Background: an optimization exercise with open tools, aiming at small area, a short achievable clock period and few clock cycles. Do not read the settings as production practice. Function was not checked in any run shown here: the RTL went through the layout flow alone. Power is estimated from default activity; no workload was simulated.

==> design.v <==
package mulPkg;
	localparam int OperandWidth = 32;
	localparam int ProductWidth = 2 * OperandWidth;
	localparam int DefaultRowsPerStage = 8;
	typedef logic [OperandWidth-1:0] operandT;
	typedef struct packed {
		logic valid;
		operandT a;
		operandT b;
	} mulReqT;
	typedef struct packed {
		operandT hi;
		operandT lo;
	} productHalvesT;
	typedef union packed {
		logic [ProductWidth-1:0] full;
		productHalvesT half;
	} productT;
	typedef struct packed {
		logic valid;
		productT product;
	} mulRspT;
endpackage
package apbPkg;
	localparam int AddrWidth = 8;
	localparam int DataWidth = 32;
	typedef struct packed {
		logic psel;
		logic penable;
		logic pwrite;
		logic [AddrWidth-1:0] paddr;
		logic [DataWidth-1:0] pwdata;
	} apbReqT;
	typedef struct packed {
		logic [DataWidth-1:0] prdata;
		logic pready;
		logic pslverr;
	} apbRspT;
	localparam logic [AddrWidth-1:0] AddrOpA = 8'h00;
	localparam logic [AddrWidth-1:0] AddrOpB = 8'h04;
	localparam logic [AddrWidth-1:0] AddrCtrl = 8'h08;
	localparam logic [AddrWidth-1:0] AddrStatus = 8'h0C;
	localparam logic [AddrWidth-1:0] AddrResLo = 8'h10;
	localparam logic [AddrWidth-1:0] AddrResHi = 8'h14;
	localparam int CtrlStartBit = 0;
	localparam int StatusBusyBit = 0;
	localparam int StatusDoneBit = 1;
endpackage
`timescale 1ns/1ps
module prefixAdder #(
	parameter int Width = mulPkg::OperandWidth
) (
	input logic [Width-1:0] a,
	input logic [Width-1:0] b,
	input logic cin,
	output logic [Width-1:0] sum
);
	assign sum = a + b + Width'(cin);
endmodule
`timescale 1ns/1ps
module mulRow (
	input logic [32:0] accS,
	input logic [32:0] accC,
	input logic idle,
	input logic [31:0] a,
	input logic [3:0] one,
	input logic [3:0] two,
	input logic [3:0] neg,
	input logic d16,
	output logic [40:0] rowX,
	output logic [40:0] rowY
);
	logic [33:0] aExt;
	logic [3:0] negN;
	logic [31:0] top;
	logic [32:0] pp0;
	logic [32:0] pp1;
	logic [32:0] pp2;
	logic [32:0] pp3;
	assign aExt = {1'b0, a, 1'b0};
	assign negN = ~neg;
	assign top = a & {32{d16}};
	assign pp0 = (aExt[33:1] & {33{one[0]}} | aExt[32:0] & {33{two[0]}}) ^ {33{neg[0]}};
	assign pp1 = (aExt[33:1] & {33{one[1]}} | aExt[32:0] & {33{two[1]}}) ^ {33{neg[1]}};
	assign pp2 = (aExt[33:1] & {33{one[2]}} | aExt[32:0] & {33{two[2]}}) ^ {33{neg[2]}};
	assign pp3 = (aExt[33:1] & {33{one[3]}} | aExt[32:0] & {33{two[3]}}) ^ {33{neg[3]}};
	logic fs0, fc0, fs1, fc1, fs2, fc2, fs3, fc3, fs4, fc4, fs5, fc5, fs6, fc6, fs7, fc7;
	logic fs8, fc8, fs9, fc9, fs10, fc10, fs11, fc11, fs12, fc12, fs13, fc13, fs14, fc14, fs15, fc15;
	logic fs16, fc16, fs17, fc17, fs18, fc18, fs19, fc19, fs20, fc20, fs21, fc21, fs22, fc22, fs23, fc23;
	logic fs24, fc24, fs25, fc25, fs26, fc26, fs27, fc27, fs28, fc28, fs29, fc29, fs30, fc30, fs31, fc31;
	logic fs32, fc32, fs33, fc33, fs34, fc34, fs35, fc35, fs36, fc36, fs37, fc37, fs38, fc38, fs39, fc39;
	logic fs40, fc40, fs41, fc41, fs42, fc42, fs43, fc43, fs44, fc44, fs45, fc45, fs46, fc46, fs47, fc47;
	logic fs48, fc48, fs49, fc49, fs50, fc50, fs51, fc51, fs52, fc52, fs53, fc53, fs54, fc54, fs55, fc55;
	logic fs56, fc56, fs57, fc57, fs58, fc58, fs59, fc59, fs60, fc60, fs61, fc61, fs62, fc62, fs63, fc63;
	logic fs64, fc64, fs65, fc65, fs66, fc66, fs67, fc67, fs68, fc68, fs69, fc69, fs70, fc70, fs71, fc71;
	logic fs72, fc72, fs73, fc73, fs74, fc74, fs75, fc75, fs76, fc76, fs77, fc77, fs78, fc78, fs79, fc79;
	logic fs80, fc80, fs81, fc81, fs82, fc82, fs83, fc83, fs84, fc84, fs85, fc85, fs86, fc86, fs87, fc87;
	logic fs88, fc88, fs89, fc89, fs90, fc90, fs91, fc91, fs92, fc92, fs93, fc93, fs94, fc94, fs95, fc95;
	logic fs96, fc96, fs97, fc97, fs98, fc98, fs99, fc99, fs100, fc100, fs101, fc101, fs102, fc102, fs103, fc103;
	logic fs104, fc104, fs105, fc105, fs106, fc106, fs107, fc107, fs108, fc108, fs109, fc109, fs110, fc110, fs111, fc111;
	logic fs112, fc112, fs113, fc113, fs114, fc114, fs115, fc115, fs116, fc116, fs117, fc117, fs118, fc118, fs119, fc119;
	logic fs120, fc120, fs121, fc121, fs122, fc122, fs123, fc123, fs124, fc124, fs125, fc125, fs126, fc126, fs127, fc127;
	logic fs128, fc128, fs129, fc129, fs130, fc130, fs131, fc131, fs132, fc132, fs133, fc133, fs134, fc134, fs135, fc135;
	logic fs136, fc136, fs137, fc137, fs138, fc138, fs139, fc139, fs140, fc140, fs141, fc141, fs142, fc142, fs143, fc143;
	logic fs144, fc144, fs145, fc145, fs146, fc146, fs147, fc147, fs148, fc148, fs149, fc149, fs150, fc150, fs151, fc151;
	logic fs152, fc152, fs153, fc153, fs154, fc154, fs155, fc155, fs156, fc156, fs157, fc157, fs158, fc158, fs159, fc159;
	logic fs160, fc160, fs161, fc161, hs0, hc0, hs1, hc1, hs2, hc2, hs3, hc3, hs4, hc4, hs5, hc5;
	logic hs6, hc6, hs7, hc7, hs8, hc8, hs9, hc9, hs10, hc10, hs11, hc11;
	assign hs0 = accS[6] ^ accC[6];
	assign hc0 = accS[6] & accC[6];
	assign hs1 = accS[7] ^ accC[7];
	assign hc1 = accS[7] & accC[7];
	assign fs0 = accS[8] ^ accC[8] ^ top[0];
	assign fc0 = (accS[8] & accC[8]) | (accS[8] & top[0]) | (accC[8] & top[0]);
	assign fs1 = accS[9] ^ accC[9] ^ top[1];
	assign fc1 = (accS[9] & accC[9]) | (accS[9] & top[1]) | (accC[9] & top[1]);
	assign fs2 = accS[10] ^ accC[10] ^ top[2];
	assign fc2 = (accS[10] & accC[10]) | (accS[10] & top[2]) | (accC[10] & top[2]);
	assign fs3 = accS[11] ^ accC[11] ^ top[3];
	assign fc3 = (accS[11] & accC[11]) | (accS[11] & top[3]) | (accC[11] & top[3]);
	assign fs4 = accS[12] ^ accC[12] ^ top[4];
	assign fc4 = (accS[12] & accC[12]) | (accS[12] & top[4]) | (accC[12] & top[4]);
	assign fs5 = accS[13] ^ accC[13] ^ top[5];
	assign fc5 = (accS[13] & accC[13]) | (accS[13] & top[5]) | (accC[13] & top[5]);
	assign fs6 = accS[14] ^ accC[14] ^ top[6];
	assign fc6 = (accS[14] & accC[14]) | (accS[14] & top[6]) | (accC[14] & top[6]);
	assign fs7 = accS[15] ^ accC[15] ^ top[7];
	assign fc7 = (accS[15] & accC[15]) | (accS[15] & top[7]) | (accC[15] & top[7]);
	assign fs8 = accS[16] ^ accC[16] ^ top[8];
	assign fc8 = (accS[16] & accC[16]) | (accS[16] & top[8]) | (accC[16] & top[8]);
	assign fs9 = accS[17] ^ accC[17] ^ top[9];
	assign fc9 = (accS[17] & accC[17]) | (accS[17] & top[9]) | (accC[17] & top[9]);
	assign fs10 = accS[18] ^ accC[18] ^ top[10];
	assign fc10 = (accS[18] & accC[18]) | (accS[18] & top[10]) | (accC[18] & top[10]);
	assign fs11 = accS[19] ^ accC[19] ^ top[11];
	assign fc11 = (accS[19] & accC[19]) | (accS[19] & top[11]) | (accC[19] & top[11]);
	assign fs12 = accS[20] ^ accC[20] ^ top[12];
	assign fc12 = (accS[20] & accC[20]) | (accS[20] & top[12]) | (accC[20] & top[12]);
	assign fs13 = accS[21] ^ accC[21] ^ top[13];
	assign fc13 = (accS[21] & accC[21]) | (accS[21] & top[13]) | (accC[21] & top[13]);
	assign fs14 = accS[22] ^ accC[22] ^ top[14];
	assign fc14 = (accS[22] & accC[22]) | (accS[22] & top[14]) | (accC[22] & top[14]);
	assign fs15 = accS[23] ^ accC[23] ^ top[15];
	assign fc15 = (accS[23] & accC[23]) | (accS[23] & top[15]) | (accC[23] & top[15]);
	assign fs16 = accS[24] ^ accC[24] ^ top[16];
	assign fc16 = (accS[24] & accC[24]) | (accS[24] & top[16]) | (accC[24] & top[16]);
	assign fs17 = accS[25] ^ accC[25] ^ top[17];
	assign fc17 = (accS[25] & accC[25]) | (accS[25] & top[17]) | (accC[25] & top[17]);
	assign fs18 = accS[26] ^ accC[26] ^ top[18];
	assign fc18 = (accS[26] & accC[26]) | (accS[26] & top[18]) | (accC[26] & top[18]);
	assign fs19 = accS[27] ^ accC[27] ^ top[19];
	assign fc19 = (accS[27] & accC[27]) | (accS[27] & top[19]) | (accC[27] & top[19]);
	assign fs20 = accS[28] ^ accC[28] ^ top[20];
	assign fc20 = (accS[28] & accC[28]) | (accS[28] & top[20]) | (accC[28] & top[20]);
	assign fs21 = accS[29] ^ accC[29] ^ top[21];
	assign fc21 = (accS[29] & accC[29]) | (accS[29] & top[21]) | (accC[29] & top[21]);
	assign fs22 = accS[30] ^ accC[30] ^ top[22];
	assign fc22 = (accS[30] & accC[30]) | (accS[30] & top[22]) | (accC[30] & top[22]);
	assign fs23 = accS[31] ^ accC[31] ^ top[23];
	assign fc23 = (accS[31] & accC[31]) | (accS[31] & top[23]) | (accC[31] & top[23]);
	assign fs24 = 1'b1 ^ accS[32] ^ accC[32];
	assign fc24 = (1'b1 & accS[32]) | (1'b1 & accC[32]) | (accS[32] & accC[32]);
	assign fs25 = idle ^ top[24] ^ pp0[32];
	assign fc25 = (idle & top[24]) | (idle & pp0[32]) | (top[24] & pp0[32]);
	assign hs2 = negN[0] ^ top[25];
	assign hc2 = negN[0] & top[25];
	assign hs3 = accS[2] ^ accC[2];
	assign hc3 = accS[2] & accC[2];
	assign hs4 = accS[3] ^ accC[3];
	assign hc4 = accS[3] & accC[3];
	assign fs26 = accS[4] ^ accC[4] ^ neg[2];
	assign fc26 = (accS[4] & accC[4]) | (accS[4] & neg[2]) | (accC[4] & neg[2]);
	assign hs5 = pp0[4] ^ pp1[2];
	assign hc5 = pp0[4] & pp1[2];
	assign fs27 = accS[5] ^ accC[5] ^ pp0[5];
	assign fc27 = (accS[5] & accC[5]) | (accS[5] & pp0[5]) | (accC[5] & pp0[5]);
	assign hs6 = pp1[3] ^ pp2[1];
	assign hc6 = pp1[3] & pp2[1];
	assign fs28 = neg[3] ^ hs0 ^ pp0[6];
	assign fc28 = (neg[3] & hs0) | (neg[3] & pp0[6]) | (hs0 & pp0[6]);
	assign fs29 = pp1[4] ^ pp2[2] ^ pp3[0];
	assign fc29 = (pp1[4] & pp2[2]) | (pp1[4] & pp3[0]) | (pp2[2] & pp3[0]);
	assign fs30 = hc0 ^ hs1 ^ pp0[7];
	assign fc30 = (hc0 & hs1) | (hc0 & pp0[7]) | (hs1 & pp0[7]);
	assign fs31 = pp1[5] ^ pp2[3] ^ pp3[1];
	assign fc31 = (pp1[5] & pp2[3]) | (pp1[5] & pp3[1]) | (pp2[3] & pp3[1]);
	assign fs32 = hc1 ^ fs0 ^ pp0[8];
	assign fc32 = (hc1 & fs0) | (hc1 & pp0[8]) | (fs0 & pp0[8]);
	assign fs33 = pp1[6] ^ pp2[4] ^ pp3[2];
	assign fc33 = (pp1[6] & pp2[4]) | (pp1[6] & pp3[2]) | (pp2[4] & pp3[2]);
	assign fs34 = fc0 ^ fs1 ^ pp0[9];
	assign fc34 = (fc0 & fs1) | (fc0 & pp0[9]) | (fs1 & pp0[9]);
	assign fs35 = pp1[7] ^ pp2[5] ^ pp3[3];
	assign fc35 = (pp1[7] & pp2[5]) | (pp1[7] & pp3[3]) | (pp2[5] & pp3[3]);
	assign fs36 = fc1 ^ fs2 ^ pp0[10];
	assign fc36 = (fc1 & fs2) | (fc1 & pp0[10]) | (fs2 & pp0[10]);
	assign fs37 = pp1[8] ^ pp2[6] ^ pp3[4];
	assign fc37 = (pp1[8] & pp2[6]) | (pp1[8] & pp3[4]) | (pp2[6] & pp3[4]);
	assign fs38 = fc2 ^ fs3 ^ pp0[11];
	assign fc38 = (fc2 & fs3) | (fc2 & pp0[11]) | (fs3 & pp0[11]);
	assign fs39 = pp1[9] ^ pp2[7] ^ pp3[5];
	assign fc39 = (pp1[9] & pp2[7]) | (pp1[9] & pp3[5]) | (pp2[7] & pp3[5]);
	assign fs40 = fc3 ^ fs4 ^ pp0[12];
	assign fc40 = (fc3 & fs4) | (fc3 & pp0[12]) | (fs4 & pp0[12]);
	assign fs41 = pp1[10] ^ pp2[8] ^ pp3[6];
	assign fc41 = (pp1[10] & pp2[8]) | (pp1[10] & pp3[6]) | (pp2[8] & pp3[6]);
	assign fs42 = fc4 ^ fs5 ^ pp0[13];
	assign fc42 = (fc4 & fs5) | (fc4 & pp0[13]) | (fs5 & pp0[13]);
	assign fs43 = pp1[11] ^ pp2[9] ^ pp3[7];
	assign fc43 = (pp1[11] & pp2[9]) | (pp1[11] & pp3[7]) | (pp2[9] & pp3[7]);
	assign fs44 = fc5 ^ fs6 ^ pp0[14];
	assign fc44 = (fc5 & fs6) | (fc5 & pp0[14]) | (fs6 & pp0[14]);
	assign fs45 = pp1[12] ^ pp2[10] ^ pp3[8];
	assign fc45 = (pp1[12] & pp2[10]) | (pp1[12] & pp3[8]) | (pp2[10] & pp3[8]);
	assign fs46 = fc6 ^ fs7 ^ pp0[15];
	assign fc46 = (fc6 & fs7) | (fc6 & pp0[15]) | (fs7 & pp0[15]);
	assign fs47 = pp1[13] ^ pp2[11] ^ pp3[9];
	assign fc47 = (pp1[13] & pp2[11]) | (pp1[13] & pp3[9]) | (pp2[11] & pp3[9]);
	assign fs48 = fc7 ^ fs8 ^ pp0[16];
	assign fc48 = (fc7 & fs8) | (fc7 & pp0[16]) | (fs8 & pp0[16]);
	assign fs49 = pp1[14] ^ pp2[12] ^ pp3[10];
	assign fc49 = (pp1[14] & pp2[12]) | (pp1[14] & pp3[10]) | (pp2[12] & pp3[10]);
	assign fs50 = fc8 ^ fs9 ^ pp0[17];
	assign fc50 = (fc8 & fs9) | (fc8 & pp0[17]) | (fs9 & pp0[17]);
	assign fs51 = pp1[15] ^ pp2[13] ^ pp3[11];
	assign fc51 = (pp1[15] & pp2[13]) | (pp1[15] & pp3[11]) | (pp2[13] & pp3[11]);
	assign fs52 = fc9 ^ fs10 ^ pp0[18];
	assign fc52 = (fc9 & fs10) | (fc9 & pp0[18]) | (fs10 & pp0[18]);
	assign fs53 = pp1[16] ^ pp2[14] ^ pp3[12];
	assign fc53 = (pp1[16] & pp2[14]) | (pp1[16] & pp3[12]) | (pp2[14] & pp3[12]);
	assign fs54 = fc10 ^ fs11 ^ pp0[19];
	assign fc54 = (fc10 & fs11) | (fc10 & pp0[19]) | (fs11 & pp0[19]);
	assign fs55 = pp1[17] ^ pp2[15] ^ pp3[13];
	assign fc55 = (pp1[17] & pp2[15]) | (pp1[17] & pp3[13]) | (pp2[15] & pp3[13]);
	assign fs56 = fc11 ^ fs12 ^ pp0[20];
	assign fc56 = (fc11 & fs12) | (fc11 & pp0[20]) | (fs12 & pp0[20]);
	assign fs57 = pp1[18] ^ pp2[16] ^ pp3[14];
	assign fc57 = (pp1[18] & pp2[16]) | (pp1[18] & pp3[14]) | (pp2[16] & pp3[14]);
	assign fs58 = fc12 ^ fs13 ^ pp0[21];
	assign fc58 = (fc12 & fs13) | (fc12 & pp0[21]) | (fs13 & pp0[21]);
	assign fs59 = pp1[19] ^ pp2[17] ^ pp3[15];
	assign fc59 = (pp1[19] & pp2[17]) | (pp1[19] & pp3[15]) | (pp2[17] & pp3[15]);
	assign fs60 = fc13 ^ fs14 ^ pp0[22];
	assign fc60 = (fc13 & fs14) | (fc13 & pp0[22]) | (fs14 & pp0[22]);
	assign fs61 = pp1[20] ^ pp2[18] ^ pp3[16];
	assign fc61 = (pp1[20] & pp2[18]) | (pp1[20] & pp3[16]) | (pp2[18] & pp3[16]);
	assign fs62 = fc14 ^ fs15 ^ pp0[23];
	assign fc62 = (fc14 & fs15) | (fc14 & pp0[23]) | (fs15 & pp0[23]);
	assign fs63 = pp1[21] ^ pp2[19] ^ pp3[17];
	assign fc63 = (pp1[21] & pp2[19]) | (pp1[21] & pp3[17]) | (pp2[19] & pp3[17]);
	assign fs64 = fc15 ^ fs16 ^ pp0[24];
	assign fc64 = (fc15 & fs16) | (fc15 & pp0[24]) | (fs16 & pp0[24]);
	assign fs65 = pp1[22] ^ pp2[20] ^ pp3[18];
	assign fc65 = (pp1[22] & pp2[20]) | (pp1[22] & pp3[18]) | (pp2[20] & pp3[18]);
	assign fs66 = fc16 ^ fs17 ^ pp0[25];
	assign fc66 = (fc16 & fs17) | (fc16 & pp0[25]) | (fs17 & pp0[25]);
	assign fs67 = pp1[23] ^ pp2[21] ^ pp3[19];
	assign fc67 = (pp1[23] & pp2[21]) | (pp1[23] & pp3[19]) | (pp2[21] & pp3[19]);
	assign fs68 = fc17 ^ fs18 ^ pp0[26];
	assign fc68 = (fc17 & fs18) | (fc17 & pp0[26]) | (fs18 & pp0[26]);
	assign fs69 = pp1[24] ^ pp2[22] ^ pp3[20];
	assign fc69 = (pp1[24] & pp2[22]) | (pp1[24] & pp3[20]) | (pp2[22] & pp3[20]);
	assign fs70 = fc18 ^ fs19 ^ pp0[27];
	assign fc70 = (fc18 & fs19) | (fc18 & pp0[27]) | (fs19 & pp0[27]);
	assign fs71 = pp1[25] ^ pp2[23] ^ pp3[21];
	assign fc71 = (pp1[25] & pp2[23]) | (pp1[25] & pp3[21]) | (pp2[23] & pp3[21]);
	assign fs72 = fc19 ^ fs20 ^ pp0[28];
	assign fc72 = (fc19 & fs20) | (fc19 & pp0[28]) | (fs20 & pp0[28]);
	assign fs73 = pp1[26] ^ pp2[24] ^ pp3[22];
	assign fc73 = (pp1[26] & pp2[24]) | (pp1[26] & pp3[22]) | (pp2[24] & pp3[22]);
	assign fs74 = fc20 ^ fs21 ^ pp0[29];
	assign fc74 = (fc20 & fs21) | (fc20 & pp0[29]) | (fs21 & pp0[29]);
	assign fs75 = pp1[27] ^ pp2[25] ^ pp3[23];
	assign fc75 = (pp1[27] & pp2[25]) | (pp1[27] & pp3[23]) | (pp2[25] & pp3[23]);
	assign fs76 = fc21 ^ fs22 ^ pp0[30];
	assign fc76 = (fc21 & fs22) | (fc21 & pp0[30]) | (fs22 & pp0[30]);
	assign fs77 = pp1[28] ^ pp2[26] ^ pp3[24];
	assign fc77 = (pp1[28] & pp2[26]) | (pp1[28] & pp3[24]) | (pp2[26] & pp3[24]);
	assign fs78 = fc22 ^ fs23 ^ pp0[31];
	assign fc78 = (fc22 & fs23) | (fc22 & pp0[31]) | (fs23 & pp0[31]);
	assign fs79 = pp1[29] ^ pp2[27] ^ pp3[25];
	assign fc79 = (pp1[29] & pp2[27]) | (pp1[29] & pp3[25]) | (pp2[27] & pp3[25]);
	assign fs80 = fc23 ^ fs24 ^ pp1[30];
	assign fc80 = (fc23 & fs24) | (fc23 & pp1[30]) | (fs24 & pp1[30]);
	assign fs81 = pp2[28] ^ pp3[26] ^ fs25;
	assign fc81 = (pp2[28] & pp3[26]) | (pp2[28] & fs25) | (pp3[26] & fs25);
	assign fs82 = fc24 ^ hs2 ^ pp1[31];
	assign fc82 = (fc24 & hs2) | (fc24 & pp1[31]) | (hs2 & pp1[31]);
	assign fs83 = pp2[29] ^ pp3[27] ^ fc25;
	assign fc83 = (pp2[29] & pp3[27]) | (pp2[29] & fc25) | (pp3[27] & fc25);
	assign fs84 = 1'b1 ^ top[26] ^ hc2;
	assign fc84 = (1'b1 & top[26]) | (1'b1 & hc2) | (top[26] & hc2);
	assign fs85 = pp1[32] ^ pp2[30] ^ pp3[28];
	assign fc85 = (pp1[32] & pp2[30]) | (pp1[32] & pp3[28]) | (pp2[30] & pp3[28]);
	assign fs86 = negN[1] ^ top[27] ^ pp2[31];
	assign fc86 = (negN[1] & top[27]) | (negN[1] & pp2[31]) | (top[27] & pp2[31]);
	assign hs7 = 1'b1 ^ top[28];
	assign hc7 = 1'b1 & top[28];
	assign hs8 = accS[0] ^ accC[0];
	assign hc8 = accS[0] & accC[0];
	assign hs9 = accS[1] ^ accC[1];
	assign hc9 = accS[1] & accC[1];
	assign fs87 = neg[1] ^ hs3 ^ pp0[2];
	assign fc87 = (neg[1] & hs3) | (neg[1] & pp0[2]) | (hs3 & pp0[2]);
	assign fs88 = hc3 ^ hs4 ^ pp0[3];
	assign fc88 = (hc3 & hs4) | (hc3 & pp0[3]) | (hs4 & pp0[3]);
	assign fs89 = hc4 ^ fs26 ^ pp2[0];
	assign fc89 = (hc4 & fs26) | (hc4 & pp2[0]) | (fs26 & pp2[0]);
	assign fs90 = fc26 ^ hc5 ^ fs27;
	assign fc90 = (fc26 & hc5) | (fc26 & fs27) | (hc5 & fs27);
	assign fs91 = fc27 ^ hc6 ^ fs28;
	assign fc91 = (fc27 & hc6) | (fc27 & fs28) | (hc6 & fs28);
	assign fs92 = fc28 ^ fc29 ^ fs30;
	assign fc92 = (fc28 & fc29) | (fc28 & fs30) | (fc29 & fs30);
	assign fs93 = fc30 ^ fc31 ^ fs32;
	assign fc93 = (fc30 & fc31) | (fc30 & fs32) | (fc31 & fs32);
	assign fs94 = fc32 ^ fc33 ^ fs34;
	assign fc94 = (fc32 & fc33) | (fc32 & fs34) | (fc33 & fs34);
	assign fs95 = fc34 ^ fc35 ^ fs36;
	assign fc95 = (fc34 & fc35) | (fc34 & fs36) | (fc35 & fs36);
	assign fs96 = fc36 ^ fc37 ^ fs38;
	assign fc96 = (fc36 & fc37) | (fc36 & fs38) | (fc37 & fs38);
	assign fs97 = fc38 ^ fc39 ^ fs40;
	assign fc97 = (fc38 & fc39) | (fc38 & fs40) | (fc39 & fs40);
	assign fs98 = fc40 ^ fc41 ^ fs42;
	assign fc98 = (fc40 & fc41) | (fc40 & fs42) | (fc41 & fs42);
	assign fs99 = fc42 ^ fc43 ^ fs44;
	assign fc99 = (fc42 & fc43) | (fc42 & fs44) | (fc43 & fs44);
	assign fs100 = fc44 ^ fc45 ^ fs46;
	assign fc100 = (fc44 & fc45) | (fc44 & fs46) | (fc45 & fs46);
	assign fs101 = fc46 ^ fc47 ^ fs48;
	assign fc101 = (fc46 & fc47) | (fc46 & fs48) | (fc47 & fs48);
	assign fs102 = fc48 ^ fc49 ^ fs50;
	assign fc102 = (fc48 & fc49) | (fc48 & fs50) | (fc49 & fs50);
	assign fs103 = fc50 ^ fc51 ^ fs52;
	assign fc103 = (fc50 & fc51) | (fc50 & fs52) | (fc51 & fs52);
	assign fs104 = fc52 ^ fc53 ^ fs54;
	assign fc104 = (fc52 & fc53) | (fc52 & fs54) | (fc53 & fs54);
	assign fs105 = fc54 ^ fc55 ^ fs56;
	assign fc105 = (fc54 & fc55) | (fc54 & fs56) | (fc55 & fs56);
	assign fs106 = fc56 ^ fc57 ^ fs58;
	assign fc106 = (fc56 & fc57) | (fc56 & fs58) | (fc57 & fs58);
	assign fs107 = fc58 ^ fc59 ^ fs60;
	assign fc107 = (fc58 & fc59) | (fc58 & fs60) | (fc59 & fs60);
	assign fs108 = fc60 ^ fc61 ^ fs62;
	assign fc108 = (fc60 & fc61) | (fc60 & fs62) | (fc61 & fs62);
	assign fs109 = fc62 ^ fc63 ^ fs64;
	assign fc109 = (fc62 & fc63) | (fc62 & fs64) | (fc63 & fs64);
	assign fs110 = fc64 ^ fc65 ^ fs66;
	assign fc110 = (fc64 & fc65) | (fc64 & fs66) | (fc65 & fs66);
	assign fs111 = fc66 ^ fc67 ^ fs68;
	assign fc111 = (fc66 & fc67) | (fc66 & fs68) | (fc67 & fs68);
	assign fs112 = fc68 ^ fc69 ^ fs70;
	assign fc112 = (fc68 & fc69) | (fc68 & fs70) | (fc69 & fs70);
	assign fs113 = fc70 ^ fc71 ^ fs72;
	assign fc113 = (fc70 & fc71) | (fc70 & fs72) | (fc71 & fs72);
	assign fs114 = fc72 ^ fc73 ^ fs74;
	assign fc114 = (fc72 & fc73) | (fc72 & fs74) | (fc73 & fs74);
	assign fs115 = fc74 ^ fc75 ^ fs76;
	assign fc115 = (fc74 & fc75) | (fc74 & fs76) | (fc75 & fs76);
	assign fs116 = fc76 ^ fc77 ^ fs78;
	assign fc116 = (fc76 & fc77) | (fc76 & fs78) | (fc77 & fs78);
	assign fs117 = fc78 ^ fc79 ^ fs80;
	assign fc117 = (fc78 & fc79) | (fc78 & fs80) | (fc79 & fs80);
	assign fs118 = fc80 ^ fs82 ^ fc81;
	assign fc118 = (fc80 & fs82) | (fc80 & fc81) | (fs82 & fc81);
	assign fs119 = fc82 ^ fs84 ^ fs85;
	assign fc119 = (fc82 & fs84) | (fc82 & fs85) | (fs84 & fs85);
	assign fs120 = pp3[29] ^ fc84 ^ fc85;
	assign fc120 = (pp3[29] & fc84) | (pp3[29] & fc85) | (fc84 & fc85);
	assign fs121 = hs7 ^ pp2[32] ^ pp3[30];
	assign fc121 = (hs7 & pp2[32]) | (hs7 & pp3[30]) | (pp2[32] & pp3[30]);
	assign fs122 = negN[2] ^ top[29] ^ hc7;
	assign fc122 = (negN[2] & top[29]) | (negN[2] & hc7) | (top[29] & hc7);
	assign hs10 = 1'b1 ^ top[30];
	assign hc10 = 1'b1 & top[30];
	assign hs11 = neg[0] ^ hs8;
	assign hc11 = neg[0] & hs8;
	assign fs123 = hc8 ^ hs9 ^ pp0[1];
	assign fc123 = (hc8 & hs9) | (hc8 & pp0[1]) | (hs9 & pp0[1]);
	assign fs124 = hc9 ^ pp1[0] ^ fs87;
	assign fc124 = (hc9 & pp1[0]) | (hc9 & fs87) | (pp1[0] & fs87);
	assign fs125 = pp1[1] ^ fc87 ^ fs88;
	assign fc125 = (pp1[1] & fc87) | (pp1[1] & fs88) | (fc87 & fs88);
	assign fs126 = fc88 ^ fs89 ^ hs5;
	assign fc126 = (fc88 & fs89) | (fc88 & hs5) | (fs89 & hs5);
	assign fs127 = fc89 ^ hs6 ^ fs90;
	assign fc127 = (fc89 & hs6) | (fc89 & fs90) | (hs6 & fs90);
	assign fs128 = fs29 ^ fc90 ^ fs91;
	assign fc128 = (fs29 & fc90) | (fs29 & fs91) | (fc90 & fs91);
	assign fs129 = fs31 ^ fc91 ^ fs92;
	assign fc129 = (fs31 & fc91) | (fs31 & fs92) | (fc91 & fs92);
	assign fs130 = fs33 ^ fc92 ^ fs93;
	assign fc130 = (fs33 & fc92) | (fs33 & fs93) | (fc92 & fs93);
	assign fs131 = fs35 ^ fc93 ^ fs94;
	assign fc131 = (fs35 & fc93) | (fs35 & fs94) | (fc93 & fs94);
	assign fs132 = fs37 ^ fc94 ^ fs95;
	assign fc132 = (fs37 & fc94) | (fs37 & fs95) | (fc94 & fs95);
	assign fs133 = fs39 ^ fc95 ^ fs96;
	assign fc133 = (fs39 & fc95) | (fs39 & fs96) | (fc95 & fs96);
	assign fs134 = fs41 ^ fc96 ^ fs97;
	assign fc134 = (fs41 & fc96) | (fs41 & fs97) | (fc96 & fs97);
	assign fs135 = fs43 ^ fc97 ^ fs98;
	assign fc135 = (fs43 & fc97) | (fs43 & fs98) | (fc97 & fs98);
	assign fs136 = fs45 ^ fc98 ^ fs99;
	assign fc136 = (fs45 & fc98) | (fs45 & fs99) | (fc98 & fs99);
	assign fs137 = fs47 ^ fc99 ^ fs100;
	assign fc137 = (fs47 & fc99) | (fs47 & fs100) | (fc99 & fs100);
	assign fs138 = fs49 ^ fc100 ^ fs101;
	assign fc138 = (fs49 & fc100) | (fs49 & fs101) | (fc100 & fs101);
	assign fs139 = fs51 ^ fc101 ^ fs102;
	assign fc139 = (fs51 & fc101) | (fs51 & fs102) | (fc101 & fs102);
	assign fs140 = fs53 ^ fc102 ^ fs103;
	assign fc140 = (fs53 & fc102) | (fs53 & fs103) | (fc102 & fs103);
	assign fs141 = fs55 ^ fc103 ^ fs104;
	assign fc141 = (fs55 & fc103) | (fs55 & fs104) | (fc103 & fs104);
	assign fs142 = fs57 ^ fc104 ^ fs105;
	assign fc142 = (fs57 & fc104) | (fs57 & fs105) | (fc104 & fs105);
	assign fs143 = fs59 ^ fc105 ^ fs106;
	assign fc143 = (fs59 & fc105) | (fs59 & fs106) | (fc105 & fs106);
	assign fs144 = fs61 ^ fc106 ^ fs107;
	assign fc144 = (fs61 & fc106) | (fs61 & fs107) | (fc106 & fs107);
	assign fs145 = fs63 ^ fc107 ^ fs108;
	assign fc145 = (fs63 & fc107) | (fs63 & fs108) | (fc107 & fs108);
	assign fs146 = fs65 ^ fc108 ^ fs109;
	assign fc146 = (fs65 & fc108) | (fs65 & fs109) | (fc108 & fs109);
	assign fs147 = fs67 ^ fc109 ^ fs110;
	assign fc147 = (fs67 & fc109) | (fs67 & fs110) | (fc109 & fs110);
	assign fs148 = fs69 ^ fc110 ^ fs111;
	assign fc148 = (fs69 & fc110) | (fs69 & fs111) | (fc110 & fs111);
	assign fs149 = fs71 ^ fc111 ^ fs112;
	assign fc149 = (fs71 & fc111) | (fs71 & fs112) | (fc111 & fs112);
	assign fs150 = fs73 ^ fc112 ^ fs113;
	assign fc150 = (fs73 & fc112) | (fs73 & fs113) | (fc112 & fs113);
	assign fs151 = fs75 ^ fc113 ^ fs114;
	assign fc151 = (fs75 & fc113) | (fs75 & fs114) | (fc113 & fs114);
	assign fs152 = fs77 ^ fc114 ^ fs115;
	assign fc152 = (fs77 & fc114) | (fs77 & fs115) | (fc114 & fs115);
	assign fs153 = fs79 ^ fc115 ^ fs116;
	assign fc153 = (fs79 & fc115) | (fs79 & fs116) | (fc115 & fs116);
	assign fs154 = fc116 ^ fs117 ^ fs81;
	assign fc154 = (fc116 & fs117) | (fc116 & fs81) | (fs117 & fs81);
	assign fs155 = fc117 ^ fs83 ^ fs118;
	assign fc155 = (fc117 & fs83) | (fc117 & fs118) | (fs83 & fs118);
	assign fs156 = fs119 ^ fc83 ^ fc118;
	assign fc156 = (fs119 & fc83) | (fs119 & fc118) | (fc83 & fc118);
	assign fs157 = fs86 ^ fc119 ^ fs120;
	assign fc157 = (fs86 & fc119) | (fs86 & fs120) | (fc119 & fs120);
	assign fs158 = fs121 ^ fc86 ^ fc120;
	assign fc158 = (fs121 & fc86) | (fs121 & fc120) | (fc86 & fc120);
	assign fs159 = pp3[31] ^ fc121 ^ fs122;
	assign fc159 = (pp3[31] & fc121) | (pp3[31] & fs122) | (fc121 & fs122);
	assign fs160 = hs10 ^ pp3[32] ^ fc122;
	assign fc160 = (hs10 & pp3[32]) | (hs10 & fc122) | (pp3[32] & fc122);
	assign fs161 = negN[3] ^ top[31] ^ hc10;
	assign fc161 = (negN[3] & top[31]) | (negN[3] & hc10) | (top[31] & hc10);
	assign rowX[0] = hs11;
	assign rowY[0] = pp0[0];
	assign rowX[1] = hc11;
	assign rowY[1] = fs123;
	assign rowX[2] = fc123;
	assign rowY[2] = fs124;
	assign rowX[3] = fc124;
	assign rowY[3] = fs125;
	assign rowX[4] = fc125;
	assign rowY[4] = fs126;
	assign rowX[5] = fc126;
	assign rowY[5] = fs127;
	assign rowX[6] = fc127;
	assign rowY[6] = fs128;
	assign rowX[7] = fc128;
	assign rowY[7] = fs129;
	assign rowX[8] = fc129;
	assign rowY[8] = fs130;
	assign rowX[9] = fc130;
	assign rowY[9] = fs131;
	assign rowX[10] = fc131;
	assign rowY[10] = fs132;
	assign rowX[11] = fc132;
	assign rowY[11] = fs133;
	assign rowX[12] = fc133;
	assign rowY[12] = fs134;
	assign rowX[13] = fc134;
	assign rowY[13] = fs135;
	assign rowX[14] = fc135;
	assign rowY[14] = fs136;
	assign rowX[15] = fc136;
	assign rowY[15] = fs137;
	assign rowX[16] = fc137;
	assign rowY[16] = fs138;
	assign rowX[17] = fc138;
	assign rowY[17] = fs139;
	assign rowX[18] = fc139;
	assign rowY[18] = fs140;
	assign rowX[19] = fc140;
	assign rowY[19] = fs141;
	assign rowX[20] = fc141;
	assign rowY[20] = fs142;
	assign rowX[21] = fc142;
	assign rowY[21] = fs143;
	assign rowX[22] = fc143;
	assign rowY[22] = fs144;
	assign rowX[23] = fc144;
	assign rowY[23] = fs145;
	assign rowX[24] = fc145;
	assign rowY[24] = fs146;
	assign rowX[25] = fc146;
	assign rowY[25] = fs147;
	assign rowX[26] = fc147;
	assign rowY[26] = fs148;
	assign rowX[27] = fc148;
	assign rowY[27] = fs149;
	assign rowX[28] = fc149;
	assign rowY[28] = fs150;
	assign rowX[29] = fc150;
	assign rowY[29] = fs151;
	assign rowX[30] = fc151;
	assign rowY[30] = fs152;
	assign rowX[31] = fc152;
	assign rowY[31] = fs153;
	assign rowX[32] = fc153;
	assign rowY[32] = fs154;
	assign rowX[33] = fc154;
	assign rowY[33] = fs155;
	assign rowX[34] = fc155;
	assign rowY[34] = fs156;
	assign rowX[35] = fc156;
	assign rowY[35] = fs157;
	assign rowX[36] = fc157;
	assign rowY[36] = fs158;
	assign rowX[37] = fc158;
	assign rowY[37] = fs159;
	assign rowX[38] = fc159;
	assign rowY[38] = fs160;
	assign rowX[39] = fc160;
	assign rowY[39] = fs161;
	assign rowX[40] = fc161;
	assign rowY[40] = 1'b0;
endmodule
`timescale 1ns/1ps
module mulArray (
	input logic clk,
	input logic arstN,
	input logic [31:0] a,
	input logic [31:0] b,
	input logic [7:0] bLoNext,
	input logic go,
	output mulPkg::productT product
);
	logic run1;
	logic run2;
	logic run3;
	logic running;
	logic first;
	logic [3:0] oneQ;
	logic [3:0] twoQ;
	logic [3:0] negQ;
	logic d16Q;
	logic [7:0] group;
	logic groupPrev;
	logic [3:0] oneD;
	logic [3:0] twoD;
	logic [3:0] negD;
	logic [32:0] accS;
	logic [32:0] accC;
	logic [31:0] lowQ;
	logic lowCarry;
	logic [40:0] rowX;
	logic [40:0] rowY;
	logic [8:0] lowSum;
	logic [31:0] hiSum;
	assign first = go & ~running;
	always_ff @(posedge clk or negedge arstN) begin
		if (!arstN) begin
			run1 <= 1'b0;
			run2 <= 1'b0;
			run3 <= 1'b0;
			running <= 1'b0;
		end else begin
			run1 <= first;
			run2 <= run1;
			run3 <= run2;
			running <= first | run1 | run2;
		end
	end
	always_comb begin
		if (first) begin
			group = b[15:8];
			groupPrev = b[7];
		end else if (run1) begin
			group = b[23:16];
			groupPrev = b[15];
		end else if (run2) begin
			group = b[31:24];
			groupPrev = b[23];
		end else begin
			group = bLoNext;
			groupPrev = 1'b0;
		end
	end
	always_comb begin
		for (int j = 0; j < 4; j++) begin
			logic hi;
			logic mid;
			logic lo;
			hi = group[2*j+1];
			mid = group[2*j];
			lo = (j == 0) ? groupPrev : group[2*j-1];
			negD[j] = hi;
			oneD[j] = mid ^ lo;
			twoD[j] = (hi & ~mid & ~lo) | (~hi & mid & lo);
		end
	end
	always_ff @(posedge clk) begin
		oneQ <= oneD;
		twoQ <= twoD;
		negQ <= negD;
		d16Q <= run2 & b[31];
	end
	mulRow mulRow_i (
		.accS(accS & {33{running}}),
		.accC(accC & {33{running}}),
		.idle(~running),
		.a(a),
		.one(oneQ),
		.two(twoQ),
		.neg(negQ),
		.d16(d16Q),
		.rowX(rowX),
		.rowY(rowY)
	);
	assign lowSum = {1'b0, rowX[7:0]} + {1'b0, rowY[7:0]} + {8'd0, lowCarry & running};
	always_ff @(posedge clk) begin
		if (go | running) begin
			accS <= rowX[40:8];
			accC <= rowY[40:8];
			lowCarry <= lowSum[8];
		end
		if (first) begin
			lowQ[7:0] <= lowSum[7:0];
		end
		if (run1) begin
			lowQ[15:8] <= lowSum[7:0];
		end
		if (run2) begin
			lowQ[23:16] <= lowSum[7:0];
		end
		if (run3) begin
			lowQ[31:24] <= lowSum[7:0];
		end
	end
	prefixAdder #(
		.Width(32)
	) prefixAdder_i (
		.a(accS[31:0]),
		.b(accC[31:0]),
		.cin(lowCarry),
		.sum(hiSum)
	);
	assign product.half.hi = hiSum;
	assign product.half.lo = lowQ;
endmodule
`timescale 1ns/1ps
module mulApbRegs (
	input logic clk,
	input logic arstN,
	input apbPkg::apbReqT apbReq,
	output apbPkg::apbRspT apbRsp,
	output mulPkg::operandT opA,
	output mulPkg::operandT opB,
	output logic [7:0] opBLoNext,
	output logic go,
	input mulPkg::productT product
);
	logic setup;
	logic done;
	logic mapped;
	logic wrOpA;
	logic wrOpB;
	logic [apbPkg::DataWidth-1:0] readWord;
	logic [apbPkg::DataWidth-1:0] prdataQ;
	logic pslverrQ;
	assign setup = apbReq.psel & ~apbReq.penable;
	assign go = setup && apbReq.pwrite && (apbReq.paddr == apbPkg::AddrCtrl) &&
		apbReq.pwdata[apbPkg::CtrlStartBit];
	always_comb begin
		mapped = 1'b1;
		readWord = '0;
		case (apbReq.paddr)
			apbPkg::AddrOpA: begin
				readWord = opA;
			end
			apbPkg::AddrOpB: begin
				readWord = opB;
			end
			apbPkg::AddrCtrl: begin
				readWord = '0;
			end
			apbPkg::AddrStatus: begin
				readWord[apbPkg::StatusDoneBit] = done;
			end
			apbPkg::AddrResLo: begin
				readWord = product.half.lo & {apbPkg::DataWidth{done}};
			end
			apbPkg::AddrResHi: begin
				readWord = product.half.hi & {apbPkg::DataWidth{done}};
			end
			default: begin
				mapped = 1'b0;
			end
		endcase
	end
	always_ff @(posedge clk) begin
		prdataQ <= readWord;
		pslverrQ <= ~mapped;
	end
	always_comb begin
		apbRsp.prdata = prdataQ;
		apbRsp.pready = 1'b1;
		apbRsp.pslverr = pslverrQ;
	end
	always_ff @(posedge clk or negedge arstN) begin
		if (!arstN) begin
			wrOpA <= 1'b0;
			wrOpB <= 1'b0;
			done <= 1'b0;
		end else begin
			wrOpA <= setup && apbReq.pwrite && (apbReq.paddr == apbPkg::AddrOpA);
			wrOpB <= setup && apbReq.pwrite && (apbReq.paddr == apbPkg::AddrOpB);
			if (go) begin
				done <= 1'b1;
			end
		end
	end
	assign opBLoNext = wrOpB ? apbReq.pwdata[7:0] : opB[7:0];
	always_ff @(posedge clk or negedge arstN) begin
		if (!arstN) begin
			opA <= '0;
			opB <= '0;
		end else begin
			if (wrOpA) begin
				opA <= apbReq.pwdata;
			end
			if (wrOpB) begin
				opB <= apbReq.pwdata;
			end
		end
	end
endmodule
`timescale 1ns/1ps
module mulApbTop (
	input logic clk,
	input logic arstN,
	input apbPkg::apbReqT apbReq,
	output apbPkg::apbRspT apbRsp
);
	mulPkg::operandT opA;
	mulPkg::operandT opB;
	logic go;
	logic [7:0] opBLoNext;
	mulPkg::productT product;
	mulApbRegs mulApbRegs_i (
		.clk(clk),
		.arstN(arstN),
		.apbReq(apbReq),
		.apbRsp(apbRsp),
		.opA(opA),
		.opB(opB),
		.opBLoNext(opBLoNext),
		.go(go),
		.product(product)
	);
	mulArray mulArray_i (
		.clk(clk),
		.arstN(arstN),
		.a(opA),
		.b(opB),
		.bLoNext(opBLoNext),
		.go(go),
		.product(product)
	);
endmodule
`timescale 1ns/1ps
module mulApbChip (
	input logic clk,
	input logic arstN,
	input logic psel,
	input logic penable,
	input logic pwrite,
	input logic [7:0] paddr,
	input logic [31:0] pwdata,
	output logic [31:0] prdata,
	output logic pready,
	output logic pslverr
);
	apbPkg::apbReqT apbReq;
	apbPkg::apbRspT apbRsp;
	assign apbReq.psel = psel;
	assign apbReq.penable = penable;
	assign apbReq.pwrite = pwrite;
	assign apbReq.paddr = paddr;
	assign apbReq.pwdata = pwdata;
	assign prdata = apbRsp.prdata;
	assign pready = apbRsp.pready;
	assign pslverr = apbRsp.pslverr;
	mulApbTop mulApbTop_i (
		.clk(clk),
		.arstN(arstN),
		.apbReq(apbReq),
		.apbRsp(apbRsp)
	);
endmodule
==> flow/run.sh <==
#!/bin/bash
# The standard layout, with timing repair aimed at a path delay well below
# the clock period: the clock and the constraints are unchanged, only
# repair_timing's setup margin is raised (and kept to the worst endpoints).
set -euo pipefail
export SETUP_SLACK_MARGIN="${FLOW_SETUP_MARGIN:-9.2}"
export TNS_END_PERCENT="${FLOW_TNS_END:-10}"
export BUFFER_PORTS_ARGS="-buffer_cell sky130_fd_sc_hd__buf_4"
bash standard.sh > flow_standard.log 2>&1
==> standard.sh <==
#!/bin/bash
# synth_recipe.tcl (not shown) runs the flow's synth.tcl, then flattens the netlist and writes it again
# the make line also repeats each setting of config.mk as NAME=value (left out here)
make -C /OpenROAD-flow-scripts/flow DESIGN_CONFIG=/design/flow/config.mk WORK_HOME=/design/flow/orfs CLKGATE_MAP_FILE= SYNTH_SCRIPT=/design/flow/synth_recipe.tcl "${@:-finish}"
==> config.mk <==
export PLATFORM = sky130hd
export DESIGN_NAME = mulApbChip
export DESIGN_NICKNAME = mulApbChip
export VERILOG_FILES = /design/flow/design.v
export SDC_FILE = /design/flow/constraint.sdc
export NUM_CORES = 4
export LEC_CHECK = 0
export CAP_MARGIN = 20
export CORE_MARGIN = 2
export CORE_UTILIZATION = 40
export SLEW_MARGIN = 20
==> constraint.sdc <==
create_clock -name core_clock -period 13.0 [get_ports {clk}]
set_input_delay 2.6000 -clock core_clock [delete_from_list [all_inputs] [get_ports {clk}]]
set_output_delay 2.6000 -clock core_clock [all_outputs]
set_load 0.01 [all_outputs]
==> results.sh, run 1 <==
export IMPL_synthCells=1579
export IMPL_cp_required_ns=13.42
export IMPL_tns_ns=0
export IMPL_synth_edf_count=98
export IMPL_r2r_start="mulApbTop_i.mulArray_i.oneQ[1]"
export IMPL_yosysTopAreaCell="fa_1"
export IMPL_utilization_pct=45.5
export IMPL_yosysSeqAreaShare_pct=33.7
export IMPL_die_h_um=209
export IMPL_multi_input_area_mm2=0.0101
export IMPL_num_rows=74
export IMPL_final_seq_area_mm2=0.00566
export IMPL_powerDensity_mw_per_mm2=80.9
export IMPL_cts_buffers=25
export IMPL_instances_no_fill=2137
export IMPL_clock_path_buffers=3
export IMPL_syn_nets=1836
export IMPL_stdcell_area_mm2=0.0187
export IMPL_cp_arrival_ns=4.38
export IMPL_h_tree_depth=1
export IMPL_vias=12200
export IMPL_drive_gt1_share_pct=15.5
export IMPL_crit_top_cell="nand2b_4"
export IMPL_avgRoutedWirePerCell_um=24.2
export IMPL_cp_max_fo=7
export IMPL_clock_sinks=215
export IMPL_yosys_most_used_dff="edfxtp_1"
export IMPL_synth_seq_cells=215
export IMPL_clock_fmax_mhz=253
export IMPL_whs_ns=0.512
export IMPL_grt_max_degree=72
export IMPL_grt_pass1_wl_um=79100
export IMPL_grt_usage_pct=24.0
export IMPL_drc=0
export IMPL_synth_area_leaders="fa_1 20%, edfxtp_1 18%, dfrtp_1 11%"
export IMPL_drt_iter0_markers=1124
export IMPL_rsz0062_at_grt="yes"
export IMPL_setup_violations=0
export IMPL_gp_congestion=0.915
export IMPL_critPathSlowestCell="or4_4"
export IMPL_async_reset_ff_share_pct=33.0
export IMPL_viasPerCell=5.70
export IMPL_port_buffers=77
export IMPL_globalRouteMet2Util_pct=39.6
export IMPL_report_final_slew_viol_count=0
export IMPL_timing_final_crit_period_ns=3.95
export IMPL_overflow=0
export IMPL_synth_top_area_share_pct=19.6
export IMPL_final_hold_viol_count=0
export IMPL_vdd_drop_max_mv=0.0781
export IMPL_drt_wl_total_um=51700
export IMPL_antenna_cells=0
export IMPL_yosysUniqueCellTypes=73
export IMPL_synth_area_mm2=0.0168
export IMPL_dr_pass1_iters=5
export IMPL_worstMarginPinSlew_ns=1.05
export IMPL_die_width_um=209
export IMPL_pin_count=79
export IMPL_endpoint_kind="flop"
export IMPL_clock_latency_ns=0.53
export IMPL_core_area_mm2=0.0411
export IMPL_hp_start="mulApbTop_i.mulApbRegs_i.opB[6]"
export IMPL_rrSetupSlack_ns=9.13
export IMPL_fin_worst_skew_ns=0.0157
export IMPL_hold_class="reg -> reg"
export IMPL_cts_tree="built"
export IMPL_areaGrowthSynthToFinish_pct=11.6
export IMPL_cp_startpoint="penable"
export IMPL_crit_type="in -> reg"
export IMPL_yosys_top_cells_count="184 x inv_1, 164 x fa_1, 147 x a22oi_1"
export IMPL_use_met1_pct=32.8
export IMPL_cp_buffers_inverters=1
export IMPL_initial_utilization_pct=40.8
export IMPL_leakage_nw=7.64
export IMPL_clk_pin_slew_ns=0.06
export IMPL_crit_path_start_kind="input pin"
export IMPL_status="finished clean"
export IMPL_critPathMaxStageDelay_ns=0.61
export IMPL_avgSynthCellArea_um2=10.6
export IMPL_max_slew_margin_rel_pct=30.0
export IMPL_maxCapViolations=0
export IMPL_clockRootBuffer="clkbuf_16"
export IMPL_fillers=3870
export IMPL_critPathTopFamily="simple AND/OR/NAND/NOR gates"
export IMPL_placed_area_mm2=0.0176
export IMPL_synth_most_common_cell="inv_1"
export IMPL_cts_hold_fix_buffers=0
export IMPL_crit_chain="buf_6 > nand3b_4 > nand2b_4 > or4_4 > nand2b_4 > o21ai_2 > nor3_2 > a31o_1"
export IMPL_grt_use_met3_pct=2.84
export IMPL_antenna_found_initial=2
export IMPL_place_inst=2079
export IMPL_grt_busiest_layer="met2"
export IMPL_grt_pass1_vias=12800
export IMPL_floorplan_die_area_mm2=0.0435
export IMPL_ant_nets=0
export IMPL_dp_hpwl_um=35900
export IMPL_ys_warn_count=2
export IMPL_fin_nets=1843
export IMPL_period_share_pct=30.4
==> kinds of logic (layout without fill, tap and decap cells) <==
| kind of cell | after synthesis | count (layout) | synth area share, % |
|---|---|---|---|
| mux | 75 | 75 | 4.94 |
| flops | 215 | 215 | 33.7 |
| fa+ha+maj | 212 | 212 | 23.2 |
| other cells | 1 | 1 | 0.0224 |
| buf+inv | 308 | 330 | 7.09 |
| xor+xnor | 167 | 167 | 8.73 |
| simple gates | 269 | 273 | 8.28 |
| compound gates | 332 | 332 | 14.1 |
==> cell type report <==
cell class                 instances  area share (%)
tap                              532            3.56
clock buffer                      35            3.77
timing repair buffer              97            4.08
sequential                       215            30.3
inverter                         187            3.81
multi-input combinational       1060            54.0
clock inverter                    11           0.448
==> registers in the layout (all words and copies together) (netlist names), 32 cells and up <==
signal and cells:
mulApbTop_i.mulApbRegs_i.prdataQ 32, mulApbTop_i.mulArray_i.accC 32, mulApbTop_i.mulArray_i.accS 33, mulApbTop_i.mulArray_i.lowQ 32, mulApbTop_i.mulApbRegs_i.opB 32, mulApbTop_i.mulApbRegs_i.opA 32
==> tightest hold or removal path, stage by stage (launching register included) <==
cell and delay, ns:
dfrtp_1 0.35, a21oi_1 0.06, o21ai_0 0.07
==> final timing paths <==
check	to	cells past startpoint
worst max-delay path	mulApbTop_i.mulArray_i.twoQ[3]	8
worst min-delay path	mulApbTop_i.mulApbRegs_i.prdataQ[6]	2
worst max register to register	mulApbTop_i.mulArray_i.lowQ[14]	9
worst min register to register	mulApbTop_i.mulApbRegs_i.prdataQ[6]	2
max in group asynchronous	mulApbTop_i.mulArray_i.running	1
min in group asynchronous	mulApbTop_i.mulApbRegs_i.opA[26]	1
==> report_power, final <==
group	internal, W	switching, W	total (W)
clock network	0.000398	0.000291	0.000690
logic	0.0000384	0.0000518	0.0000902
registers	0.000714	0.0000180	0.000733
==> layer usage <==
metal / wire length [µm] / vias to the layer above
met4: 1590 / 2
li1: - / 5348
met1: 22200 / 6266
met2: 24600 / 467
met3: 3380 / 101
met5: 13 / -
==> stage by stage <==
stage,setup WS [ns],power (W)
after floorplan,8.67,0.000787
after global placement,7.97,0.000830
after detailed placement,7.87,0.000832
after CTS,9.06,0.00151
after global routing,9.02,0.00155
final,9.05,0.00151
==> cell usage in the layout (no fill, tap or decap), types with 47 or more instances in the layout <==
cell	instances
inv_1	183
fa_1	164
a22oi_1	147
xnor2_1	128
edfxtp_1	98
buf_4	90
and2_1	86
nand2_1	77
dfrtp_1	70
mux2_2	61
ha_1	47
==> repair_timing <==
| action | in CTS | in global routing |
|---|---|---|
| endpoints found under the setup margin | 146 | 107 |
| gates resized for setup | 36 | 12 |
| buffers inserted | 7 | 1 |
| gates cloned | 4 | 0 |
| pin swaps | 8 | 5 |
==> run 2: changes to the inputs <==
--- a/design.v
+++ b/design.v
@@ -56,5 +56,43 @@
 	output logic [Width-1:0] sum
 );
-	assign sum = a + b + Width'(cin);
+	localparam int Levels = $clog2(Width);
+	logic [Width-1:0] p0;
+	logic [Width-1:0] g0;
+	logic [Width-1:0] gUp [Levels+1];
+	logic [Width-1:0] pUp [Levels+1];
+	logic [Width-1:0] gDn [Levels+1];
+	logic [Width-1:0] pDn [Levels+1];
+	logic [Width:0] carry;
+	assign p0 = a ^ b;
+	assign g0 = (a & b) | {{(Width-1){1'b0}}, p0[0] & cin};
+	assign gUp[0] = g0;
+	assign pUp[0] = p0;
+	for (genvar l = 1; l <= Levels; l++) begin : genUp
+		for (genvar i = 0; i < Width; i++) begin : genBit
+			if ((i + 1) % (1 << l) == 0) begin : genNode
+				assign gUp[l][i] = gUp[l-1][i] | (pUp[l-1][i] & gUp[l-1][i - (1 << (l-1))]);
+				assign pUp[l][i] = pUp[l-1][i] & pUp[l-1][i - (1 << (l-1))];
+			end else begin : genPass
+				assign gUp[l][i] = gUp[l-1][i];
+				assign pUp[l][i] = pUp[l-1][i];
+			end
+		end
+	end
+	assign gDn[Levels] = gUp[Levels];
+	assign pDn[Levels] = pUp[Levels];
+	for (genvar l = Levels - 1; l >= 1; l--) begin : genDn
+		for (genvar i = 0; i < Width; i++) begin : genBit
+			if ((i + 1) % (1 << l) == (1 << (l-1)) && i >= (1 << l)) begin : genNode
+				assign gDn[l][i] = gDn[l+1][i] | (pDn[l+1][i] & gDn[l+1][i - (1 << (l-1))]);
+				assign pDn[l][i] = pDn[l+1][i] & pDn[l+1][i - (1 << (l-1))];
+			end else begin : genPass
+				assign gDn[l][i] = gDn[l+1][i];
+				assign pDn[l][i] = pDn[l+1][i];
+			end
+		end
+	end
+	assign carry[0] = cin;
+	assign carry[Width:1] = gDn[1];
+	assign sum = p0 ^ carry[Width-1:0];
 endmodule
 `timescale 1ns/1ps
@@ -545,4 +583,6 @@
 	input logic [31:0] b,
 	input logic [7:0] bLoNext,
+	input logic aValidNext,
+	input logic bValidNext,
 	input logic go,
 	output mulPkg::productT product
@@ -562,12 +602,15 @@
 	logic [3:0] twoD;
 	logic [3:0] negD;
+	logic digitsOn;
 	logic [32:0] accS;
 	logic [32:0] accC;
-	logic [31:0] lowQ;
+	logic [7:0] byteS;
+	logic [7:0] byteC;
+	logic [23:0] lowQ;
 	logic lowCarry;
 	logic [40:0] rowX;
 	logic [40:0] rowY;
-	logic [8:0] lowSum;
-	logic [31:0] hiSum;
+	logic [8:0] byteSum;
+	logic [39:0] topSum;
 	assign first = go & ~running;
 	always_ff @(posedge clk or negedge arstN) begin
@@ -599,4 +642,5 @@
 		end
 	end
+	assign digitsOn = aValidNext & bValidNext;
 	always_comb begin
 		for (int j = 0; j < 4; j++) begin
@@ -607,7 +651,7 @@
 			mid = group[2*j];
 			lo = (j == 0) ? groupPrev : group[2*j-1];
-			negD[j] = hi;
-			oneD[j] = mid ^ lo;
-			twoD[j] = (hi & ~mid & ~lo) | (~hi & mid & lo);
+			negD[j] = hi & digitsOn;
+			oneD[j] = (mid ^ lo) & digitsOn;
+			twoD[j] = ((hi & ~mid & ~lo) | (~hi & mid & lo)) & digitsOn;
 		end
 	end
@@ -616,5 +660,5 @@
 		twoQ <= twoD;
 		negQ <= negD;
-		d16Q <= run2 & b[31];
+		d16Q <= run2 & b[31] & digitsOn;
 	end
 	mulRow mulRow_i (
@@ -630,34 +674,35 @@
 		.rowY(rowY)
 	);
-	assign lowSum = {1'b0, rowX[7:0]} + {1'b0, rowY[7:0]} + {8'd0, lowCarry & running};
+	assign byteSum = {1'b0, byteS} + {1'b0, byteC} + {8'd0, lowCarry & (run2 | run3)};
 	always_ff @(posedge clk) begin
 		if (go | running) begin
 			accS <= rowX[40:8];
 			accC <= rowY[40:8];
-			lowCarry <= lowSum[8];
+			byteS <= rowX[7:0];
+			byteC <= rowY[7:0];
 		end
-		if (first) begin
-			lowQ[7:0] <= lowSum[7:0];
+		if (running) begin
+			lowCarry <= byteSum[8];
 		end
 		if (run1) begin
-			lowQ[15:8] <= lowSum[7:0];
+			lowQ[7:0] <= byteSum[7:0];
 		end
 		if (run2) begin
-			lowQ[23:16] <= lowSum[7:0];
+			lowQ[15:8] <= byteSum[7:0];
 		end
 		if (run3) begin
-			lowQ[31:24] <= lowSum[7:0];
+			lowQ[23:16] <= byteSum[7:0];
 		end
 	end
 	prefixAdder #(
-		.Width(32)
+		.Width(40)
 	) prefixAdder_i (
-		.a(accS[31:0]),
-		.b(accC[31:0]),
+		.a({accS[31:0], byteS}),
+		.b({accC[31:0], byteC}),
 		.cin(lowCarry),
-		.sum(hiSum)
+		.sum(topSum)
 	);
-	assign product.half.hi = hiSum;
-	assign product.half.lo = lowQ;
+	assign product.half.hi = topSum[39:8];
+	assign product.half.lo = {topSum[7:0], lowQ};
 endmodule
 `timescale 1ns/1ps
@@ -670,4 +715,6 @@
 	output mulPkg::operandT opB,
 	output logic [7:0] opBLoNext,
+	output logic opAValidNext,
+	output logic opBValidNext,
 	output logic go,
 	input mulPkg::productT product
@@ -675,7 +722,13 @@
 	logic setup;
 	logic done;
+	logic inMap;
 	logic mapped;
 	logic wrOpA;
 	logic wrOpB;
+	logic opAValid;
+	logic opBValid;
+	mulPkg::operandT opARead;
+	mulPkg::operandT opBRead;
+	mulPkg::productT result;
 	logic [apbPkg::DataWidth-1:0] readWord;
 	logic [apbPkg::DataWidth-1:0] prdataQ;
@@ -684,30 +737,23 @@
 	assign go = setup && apbReq.pwrite && (apbReq.paddr == apbPkg::AddrCtrl) &&
 		apbReq.pwdata[apbPkg::CtrlStartBit];
+	assign inMap = (apbReq.paddr[7:5] == 3'b000) && (apbReq.paddr[1:0] == 2'b00);
+	assign mapped = inMap & ~(apbReq.paddr[4] & apbReq.paddr[3]);
+	assign opARead = opA & {32{opAValid}};
+	assign opBRead = opB & {32{opBValid}};
+	assign result = product & {64{done}};
 	always_comb begin
-		mapped = 1'b1;
-		readWord = '0;
-		case (apbReq.paddr)
-			apbPkg::AddrOpA: begin
-				readWord = opA;
-			end
-			apbPkg::AddrOpB: begin
-				readWord = opB;
-			end
-			apbPkg::AddrCtrl: begin
-				readWord = '0;
-			end
-			apbPkg::AddrStatus: begin
-				readWord[apbPkg::StatusDoneBit] = done;
-			end
-			apbPkg::AddrResLo: begin
-				readWord = product.half.lo & {apbPkg::DataWidth{done}};
-			end
-			apbPkg::AddrResHi: begin
-				readWord = product.half.hi & {apbPkg::DataWidth{done}};
-			end
-			default: begin
-				mapped = 1'b0;
-			end
+		case ({apbReq.paddr[4], apbReq.paddr[2]})
+			2'b00: readWord = opARead;
+			2'b01: readWord = opBRead;
+			2'b10: readWord = result.half.lo;
+			default: readWord = result.half.hi;
 		endcase
+		if (apbReq.paddr[3]) begin
+			readWord = '0;
+			readWord[apbPkg::StatusDoneBit] = done & apbReq.paddr[2] & ~apbReq.paddr[4];
+		end
+		if (!inMap) begin
+			readWord = '0;
+		end
 	end
 	always_ff @(posedge clk) begin
@@ -724,8 +770,16 @@
 			wrOpA <= 1'b0;
 			wrOpB <= 1'b0;
+			opAValid <= 1'b0;
+			opBValid <= 1'b0;
 			done <= 1'b0;
 		end else begin
 			wrOpA <= setup && apbReq.pwrite && (apbReq.paddr == apbPkg::AddrOpA);
 			wrOpB <= setup && apbReq.pwrite && (apbReq.paddr == apbPkg::AddrOpB);
+			if (wrOpA) begin
+				opAValid <= 1'b1;
+			end
+			if (wrOpB) begin
+				opBValid <= 1'b1;
+			end
 			if (go) begin
 				done <= 1'b1;
@@ -733,18 +787,15 @@
 		end
 	end
-	assign opBLoNext = wrOpB ? apbReq.pwdata[7:0] : opB[7:0];
-	always_ff @(posedge clk or negedge arstN) begin
-		if (!arstN) begin
-			opA <= '0;
-			opB <= '0;
-		end else begin
-			if (wrOpA) begin
-				opA <= apbReq.pwdata;
-			end
-			if (wrOpB) begin
-				opB <= apbReq.pwdata;
-			end
+	always_ff @(posedge clk) begin
+		if (wrOpA) begin
+			opA <= apbReq.pwdata;
+		end
+		if (wrOpB) begin
+			opB <= apbReq.pwdata;
 		end
 	end
+	assign opBLoNext = wrOpB ? apbReq.pwdata[7:0] : opB[7:0];
+	assign opAValidNext = opAValid | wrOpA;
+	assign opBValidNext = opBValid | wrOpB;
 endmodule
 `timescale 1ns/1ps
@@ -759,4 +810,6 @@
 	logic go;
 	logic [7:0] opBLoNext;
+	logic opAValidNext;
+	logic opBValidNext;
 	mulPkg::productT product;
 	mulApbRegs mulApbRegs_i (
@@ -768,4 +821,6 @@
 		.opB(opB),
 		.opBLoNext(opBLoNext),
+		.opAValidNext(opAValidNext),
+		.opBValidNext(opBValidNext),
 		.go(go),
 		.product(product)
@@ -777,4 +832,6 @@
 		.b(opB),
 		.bLoNext(opBLoNext),
+		.aValidNext(opAValidNext),
+		.bValidNext(opBValidNext),
 		.go(go),
 		.product(product)
==> run 2 against run 1 <==
Critical path depth is 3 higher. Total power grew 2.0%. Worst hold slack got worse by 0.0039 ns. Non-clock buffer count grew 26. Die area shrank 1.7%. Core utilization grew 1.1 points. Routed wire length fell by 2.7%. Combinational power is 72% lower. Largest power group unchanged. Maximum frequency decreased by 6.8%. Register-to-register slack worse by 0.04 ns. Worst setup slack worse by 0.29 ns. Via count decreased by 5.6%.
==> results.sh, run 2 <==
export IMPL_clockRootBuffer="clkbuf_16"
export IMPL_cp_startpoint="paddr[0]"
export IMPL_tns_ns=0
export IMPL_maxCapViolations=0
export IMPL_die_h_um=207
export IMPL_cts_tree="built"
export IMPL_rsz0062_at_grt="yes"
export IMPL_powerDensity_mw_per_mm2=81.3
export IMPL_port_buffers=77
export IMPL_cts_buffers=26
export IMPL_avgRoutedWirePerCell_um=24.4
export IMPL_fin_worst_skew_ns=0.0144
export IMPL_clock_fmax_mhz=236
export IMPL_critPathTopFamily="simple AND/OR/NAND/NOR gates"
export IMPL_cp_max_fo=4
export IMPL_leakage_nw=7.34
export IMPL_synth_seq_cells=225
export IMPL_viasPerCell=5.58
export IMPL_yosys_most_used_dff="edfxtp_1"
export IMPL_vias=11500
export IMPL_drive_gt1_share_pct=14.5
export IMPL_drt_wl_total_um=50400
export IMPL_status="finished clean"
export IMPL_hp_start="mulApbTop_i.mulApbRegs_i.opAValid"
export IMPL_switching_share_pct=21.5
export IMPL_cts_hold_fix_buffers=0
export IMPL_syn_nets=1740
export IMPL_antenna_found_initial=0
export IMPL_crit_path_start_kind="input pin"
export IMPL_yosysTopAreaCell="edfxtp_1"
export IMPL_dp_hpwl_um=34400
export IMPL_vdd_drop_max_mv=0.0974
export IMPL_initial_utilization_pct=40.4
export IMPL_period_share_pct=32.6
export IMPL_overflow=0
export IMPL_avgSynthCellArea_um2=11.2
export IMPL_cp_buffers_inverters=8
export IMPL_yosys_top_cells_count="201 x inv_1, 183 x fa_1, 170 x a22oi_1, 170 x edfxtp_1, 139 x xnor2_1"
export IMPL_ant_nets=0
export IMPL_grt_pass1_vias=12200
export IMPL_h_tree_depth=1
export IMPL_rrSetupSlack_ns=9.09
export IMPL_worstMarginPinSlew_ns=1.09
export IMPL_report_final_slew_viol_count=0
export IMPL_regMostFlops="mulApbTop_i.mulArray_i.accS"
export IMPL_setup_violations=0
export IMPL_num_rows=74
export IMPL_fin_nets=1785
export IMPL_critPathMaxStageDelay_ns=0.54
export IMPL_synthCells=1464
export IMPL_crit_chain="buf_6 > or4_4 > nor4_4 > buf_4 > buf_4 > buf_12 > or2_4 > buf_12 > buf_8 > buf_12 > buf_16"
export IMPL_clock_sinks=225
export IMPL_power_w=0.00154
export IMPL_antenna_cells=0
export IMPL_internal_power_w=0.00121
export IMPL_crit_type="in -> reg"
export IMPL_clk_pin_slew_ns=0.06
export IMPL_pin_count=79
export IMPL_ff2ff_path_depth=7
export IMPL_critPathSlowestCell="or4_4"
export IMPL_grt_usage_pct=23.9
export IMPL_max_slew_margin_rel_pct=27.4
export IMPL_min_to="mulApbTop_i.mulApbRegs_i.opAValid"
export IMPL_drc=0
export IMPL_hold_depth=1
export IMPL_drt_iter0_markers=1142
export IMPL_reg2reg_to="mulApbTop_i.mulArray_i.accC[26]"
export IMPL_die_width_um=207
export IMPL_synth_area_leaders="edfxtp_1 31%, fa_1 22%, a22oi_1 7.8%"
export IMPL_final_cell_mix="201 x inv_1, 182 x fa_1, 170 x a22oi_1, 170 x edfxtp_1, 138 x xnor2_1"
export IMPL_largest_reg_flops=33
[run 2: cell types whose count changed after synthesis, moves of 13 or more]
cell	delta
edfxtp_1	+72
dfrtp_1	-62
mux2_2	-53
nand2_1	-35
a21oi_1	+25
a22oi_1	+23
and2_1	-20
nor2_1	+20
fa_1	+19
o21ai_0	-19
inv_1	+17
o221ai_1	-13
xor2_1	-13
[run 2: power groups by stage]
stage	Combinational, W	Clock, W	Sequential, W
floorplan	0.00000712	0	0.000783
global placement	0.0000234	0	0.000783
detailed placement	0.0000241	0	0.000783
CTS	0.0000248	0.000755	0.000767
global route	0.0000272	0.000784	0.000767
finish	0.0000255	0.000750	0.000767
[run 2: layout make-up]
| type | instances | area [µm²] |
|---|---|---|
| repair buffers | 123 | 1180 |
| clock buffers | 35 | 788 |
| flip-flops and latches | 225 | 6260 |
| multi-input cells | 930 | 9220 |
| well taps | 532 | 666 |
| clock inverters | 13 | 100 |
| fillers | 3726 | 21800 |
| inverters | 203 | 762 |
[run 2: metrics by stage]
step	hold slack, ns	util (%)	area [µm²]	worst slack, ns	cells
2_1_floorplan	0.440	-	16500	8.45	1464
3_3_place_gp	0.469	42.7	17400	7.73	1978
6_report	0.508	46.6	19000	8.76	2061
3_5_place_dp	0.477	42.8	17400	7.72	1979
5_1_grt	0.529	46.6	19000	8.66	2061
4_1_cts	0.503	46.0	18800	8.79	2051
[run 2: logic make-up after synthesis]
family	share of synthesized area [%]
other	0.0228
XOR/XNOR	8.62
AND/OR/NAND/NOR	6.78
buffers and inverters	7.24
adder cells (fa/ha/maj)	25.9
multiplexers	1.34
flip-flops	38.0
AO/OA/AOI/OAI	12.1
[run 2: what timing repair did]
| item | 4_1_cts | 5_1_grt |
|---|---|---|
| endpoints found under the setup margin | 112 | 139 |
| gates cloned | 6 | 2 |
| pin swaps | 4 | 6 |
| hold endpoints to repair | 0 | 0 |
| resized for setup | 21 | 28 |
| buffers inserted | 18 | 8 |
[run 2: how the worst max path moves through the flow]
stage	end	depth (start not counted)
finish	mulApbTop_i.mulArray_i.accC[9]	11
global route	mulApbTop_i.mulArray_i.twoQ[0]	8
CTS	mulApbTop_i.mulApbRegs_i.prdataQ[31]	15
detailed placement	mulApbTop_i.mulArray_i.accS[3]	5
global placement	mulApbTop_i.mulArray_i.twoQ[2]	8
floorplan	mulApbTop_i.mulArray_i.twoQ[1]	9
[run 2: worst reg2reg max path: cells and delay by family (launching register included)]
family,cells,cell delay (ns)
fa+ha+maj,4,1.98
flops,1,0.96
buf+inv,3,0.73
[run 2: per-layer routing]
layer  share of wire, %  routed length (µm)  track usage [%]
met4                3.6                1800             8.38
met3                7.9                3970             3.80
met5                  0                   0                0
met2                 48               24100             40.1
met1                 41               20500             31.6

Check on run 2: ideal ports give 8.758 ns setup slack; a clkbuf_16 on the clock port and buf_2 on the inputs give 8.782 ns; moving port delays by the midpoint clock arrival (0.587 ns) as well gives 8.195 ns.
